From an optimization exercise on the open Yosys and OpenROAD flow, aimed at small area, a short achievable clock period and few clock cycles per item; shortcuts taken in it are not production practice.
Function was checked by simulation only, so behaviour that the tests miss may differ from the original.
Power and IR drop assume default switching activity.

// pi_speed_controller_with_position_core
module pi_speed_controller_with_position_core #(
    parameter int GEAR_MODULUS   = pisc_pkg::GEAR_MODULUS_DEF,
    parameter int INTEGRAL_LIMIT = pisc_pkg::INTEGRAL_LIMIT_DEF
) (
    input  logic                          i_clk,
    input  logic                          i_rst_n,
    input  logic                          i_s_tvalid,
    output logic                          o_s_tready,
    input  logic [pisc_pkg::IN_W-1:0]     i_s_tdata,
    output logic                          o_m_tvalid,
    input  logic                          i_m_tready,
    output logic [pisc_pkg::OUT_W-1:0]    o_m_tdata,
    input  logic                          psel,
    input  logic                          penable,
    input  logic                          pwrite,
    input  logic [pisc_pkg::APB_AW-1:0]   paddr,
    input  logic [pisc_pkg::APB_DW-1:0]   pwdata,
    output logic [pisc_pkg::APB_DW-1:0]   prdata,
    output logic                          pready
);
    localparam logic [23:0] W_RST = 24'((pisc_pkg::PWM_PERIOD_RST * 4096 + 24) / 25);
    logic [7:0]  r_kp;
    logic [7:0]  r_ki;
    logic [15:0] r_per;
    logic        w_cfg_wr;
    assign pready   = 1'b1;
    assign w_cfg_wr = psel && penable && pwrite;
    always_ff @(posedge i_clk) begin
  ...
Size in the first run: about 360 flip-flops.
clock: 10.0 ns
lec_check: 0
cap_margin: 10
core_margin: 2
core_utilization: 60
cts_buf_list: sky130_fd_sc_hd__clkbuf_16
cts_cluster_diameter: 90
cts_cluster_size: 24
setup_slack_margin: 5.0
slew_margin: 10
tns_end_percent: 5
standard.sh (not shown) runs the stock make flow with config.mk's settings and CLKGATE_MAP_FILE= SYNTH_SCRIPT=/design/flow/synth_recipe.tcl, a recipe that flattens the netlist after the stock synthesis.
==> flow/flow/run.sh <==
#!/bin/bash
# The standard layout, with plain buf_1 cells as the port buffers (the
# standard flow's buffer_ports picks a slow delay cell for them).
set -euo pipefail
export BUFFER_PORTS_ARGS="-buffer_cell sky130_fd_sc_hd__buf_1"
bash standard.sh > standard.log 2>&1
The first run ran to the end with no violations.
Testbench counts at the start, summed over its fixed seeds: cycles 2,080, items 2,048.
Change:
- CAP_MARGIN: 10 -> 20
- CTS_CLUSTER_DIAMETER: 90 -> 80
- CTS_CLUSTER_SIZE: 24 -> 20
- SLEW_MARGIN: 10 -> 20
- TNS_END_PERCENT: 5 -> 20
What happened: Setup slack is better by 0.048 ns. Total power went up by about 2.4%. Sequential power decreases by about 2%.

========
pi_speed_controller_with_position_core, a different RTL version from the one above (not shown whole).
Size: ~250 I/O pins, roughly 28,000 um2 of cells after synthesis.
Settings: LEC_CHECK=0, CAP_MARGIN=20, CORE_MARGIN=2, CORE_UTILIZATION=60, SETUP_SLACK_MARGIN=4.5, SLEW_MARGIN=20; clock period 10.0 ns.
==> flow/flow/run.sh <==
#!/bin/bash
# The standard layout, with plain buf_2 cells as the port buffers (the
# standard flow's buffer_ports picks a slow delay cell for them).
set -euo pipefail
export BUFFER_PORTS_ARGS="-buffer_cell sky130_fd_sc_hd__buf_2"
bash standard.sh > standard.log 2>&1
The first run completed with no timing, DRC or antenna violations.
Testbench counts at the start, summed over its fixed seeds: cycles 2,080, items 2,048.
Change:
SETUP_SLACK_MARGIN = 5.0   (was 4.5)
=> The changed run finished clean; register-to-register slack improves by 330 ps; combinational power is higher by about 9%; synthesized cell count stays the same; design area is higher by about 1.5%; synthesized area does not change; via count barely changes; routed wire length is higher by about 0.9%; maximum frequency is higher by 6.5%; die area is unchanged; global-route usage is about the same; power stays flat.

========
## red
pi_speed_controller_with_position_core with an RTL version that a note above also has.
For scale: roughly 2800 cells after synthesis, ~250 I/O pins, ~0.027 sq mm of cells after synthesis.
export LEC_CHECK = 0
export CAP_MARGIN = 10
export CORE_MARGIN = 2
export CORE_UTILIZATION = 60
export CTS_BUF_LIST = sky130_fd_sc_hd__clkbuf_16
export CTS_CLUSTER_DIAMETER = 80
export CTS_CLUSTER_SIZE = 20
export SETUP_SLACK_MARGIN = 5.0
export SLEW_MARGIN = 10
export TNS_END_PERCENT = 5
create_clock -name core_clock -period 10.0 [get_ports {i_clk}]
==> flow/flow/run.sh <==
#!/bin/bash
# The standard layout, with plain buf_1 cells as the port buffers (the
# standard flow's buffer_ports picks a slow delay cell for them).
set -euo pipefail
export BUFFER_PORTS_ARGS="-buffer_cell sky130_fd_sc_hd__buf_1"
bash standard.sh > standard.log 2>&1
red closes out successfully: all stages finished, all timing, DRC and antenna checks passed.
Testbench counts of red, summed over its fixed seeds: cycles 2,080, items 2,048.
Modified inputs, blue compared to red
Settings: a deleted TNS_END_PERCENT that had been 5; a change of CTS_CLUSTER_SIZE from 20 to 26; a change of CTS_CLUSTER_DIAMETER from 80 to 100.
## What came out
Going from red to blue, layout filler cell count went down 2.2%; end-of-flow core utilization higher; worst endpoint data arrival time up 2.36 ns; total power divided by cell area -1.6%.
Compared to red, blue shows a narrower setup margin.
Taking red as the reference, in blue normalized max-slew margin went down; clock skew climbed 0.017 ns; overall power lost 0.000036 W.
#### Input delta (green over blue)
Settings: removing SETUP_SLACK_MARGIN (formerly 5.0); changing SLEW_MARGIN from 10 to 20; changing CTS_CLUSTER_DIAMETER from 100 to 80; changing CTS_CLUSTER_SIZE from 26 to 20; changing CAP_MARGIN from 10 to 20.
==> flow/flow/run.sh <==
#!/bin/bash
# The standard layout, with plain buf_1 cells as the port buffers (the
# standard flow's buffer_ports picks a slow delay cell for them) and timing
# repair aiming 5.6 ns past the clock constraint.
set -euo pipefail
export BUFFER_PORTS_ARGS="-buffer_cell sky130_fd_sc_hd__buf_1"
export SETUP_SLACK_MARGIN=5.6
bash standard.sh > standard.log 2>&1
Results
green: placer congestion estimate lower than blue
In green, the share of the clock period used by the worst path came out 0.34 points below the value in blue.
The share of total power in the clock network in green sits 2.3 points above the value recorded for blue.
Sequential share of layout area in green is 2.1 points lower than in blue
green ends up with a worst hold-check slack that is 0.0083 ns higher than in blue.

-- static timing again, ports no longer ideal --
The results above use ideal ports. As a check the final layouts listed here were re-extracted and re-timed, cells and wires unchanged. Step 1, drivers: a clkbuf_16 drives i_clk and a buf_2 each remaining input, both assumed. Step 2 adds t to the input delays and takes it off the output delays; t is the mean of the earliest and latest rising clock arrival at the registers after step 1. Input paths then give back, and output paths get back, about the clock's delay inside the block. Three values: ideal ports, drivers, drivers and shift; two values: the first two.
run | t (ns) | setup WS [ns] | hold slack, ns | latest minus earliest clock arrival (ns) | worst register clock-pin slew, ns
the first run of note 1 | 0.617 | 5.054 / 5.042 / 4.765 | 0.418 / 0.418 / 0.418 | 0.022 / 0.021 | 0.10 / 0.10
the second run of note 1 | 0.633 | 5.102 / 5.077 / 4.671 | 0.415 / 0.415 / 0.415 | 0.029 / 0.029 | 0.09 / 0.09
the first run of note 2 | 0.647 | 4.616 / 4.616 / 4.388 | 0.418 / 0.418 / 0.418 | 0.021 / 0.021 | 0.06 / 0.06
the second run of note 2 | 0.637 | 4.943 / 4.943 / 4.632 | 0.410 / 0.410 / 0.410 | 0.035 / 0.035 | 0.06 / 0.06
red | 0.635 | 5.066 / 5.041 / 4.761 | 0.409 / 0.409 / 0.409 | 0.021 / 0.021 | 0.09 / 0.09
blue | 0.617 | 5.019 / 5.019 / 4.782 | 0.409 / 0.409 / 0.409 | 0.039 / 0.039 | 0.11 / 0.11
green | 0.669 | 5.052 / 5.052 / 5.052 | 0.417 / 0.417 / 0.417 | 0.027 / 0.027 | 0.09 / 0.09
After both steps every run listed still meets setup and hold. The setup slack of the second run of note 1, which loses most, moves by -0.025 ns with the drivers and by -0.431 ns with both steps.
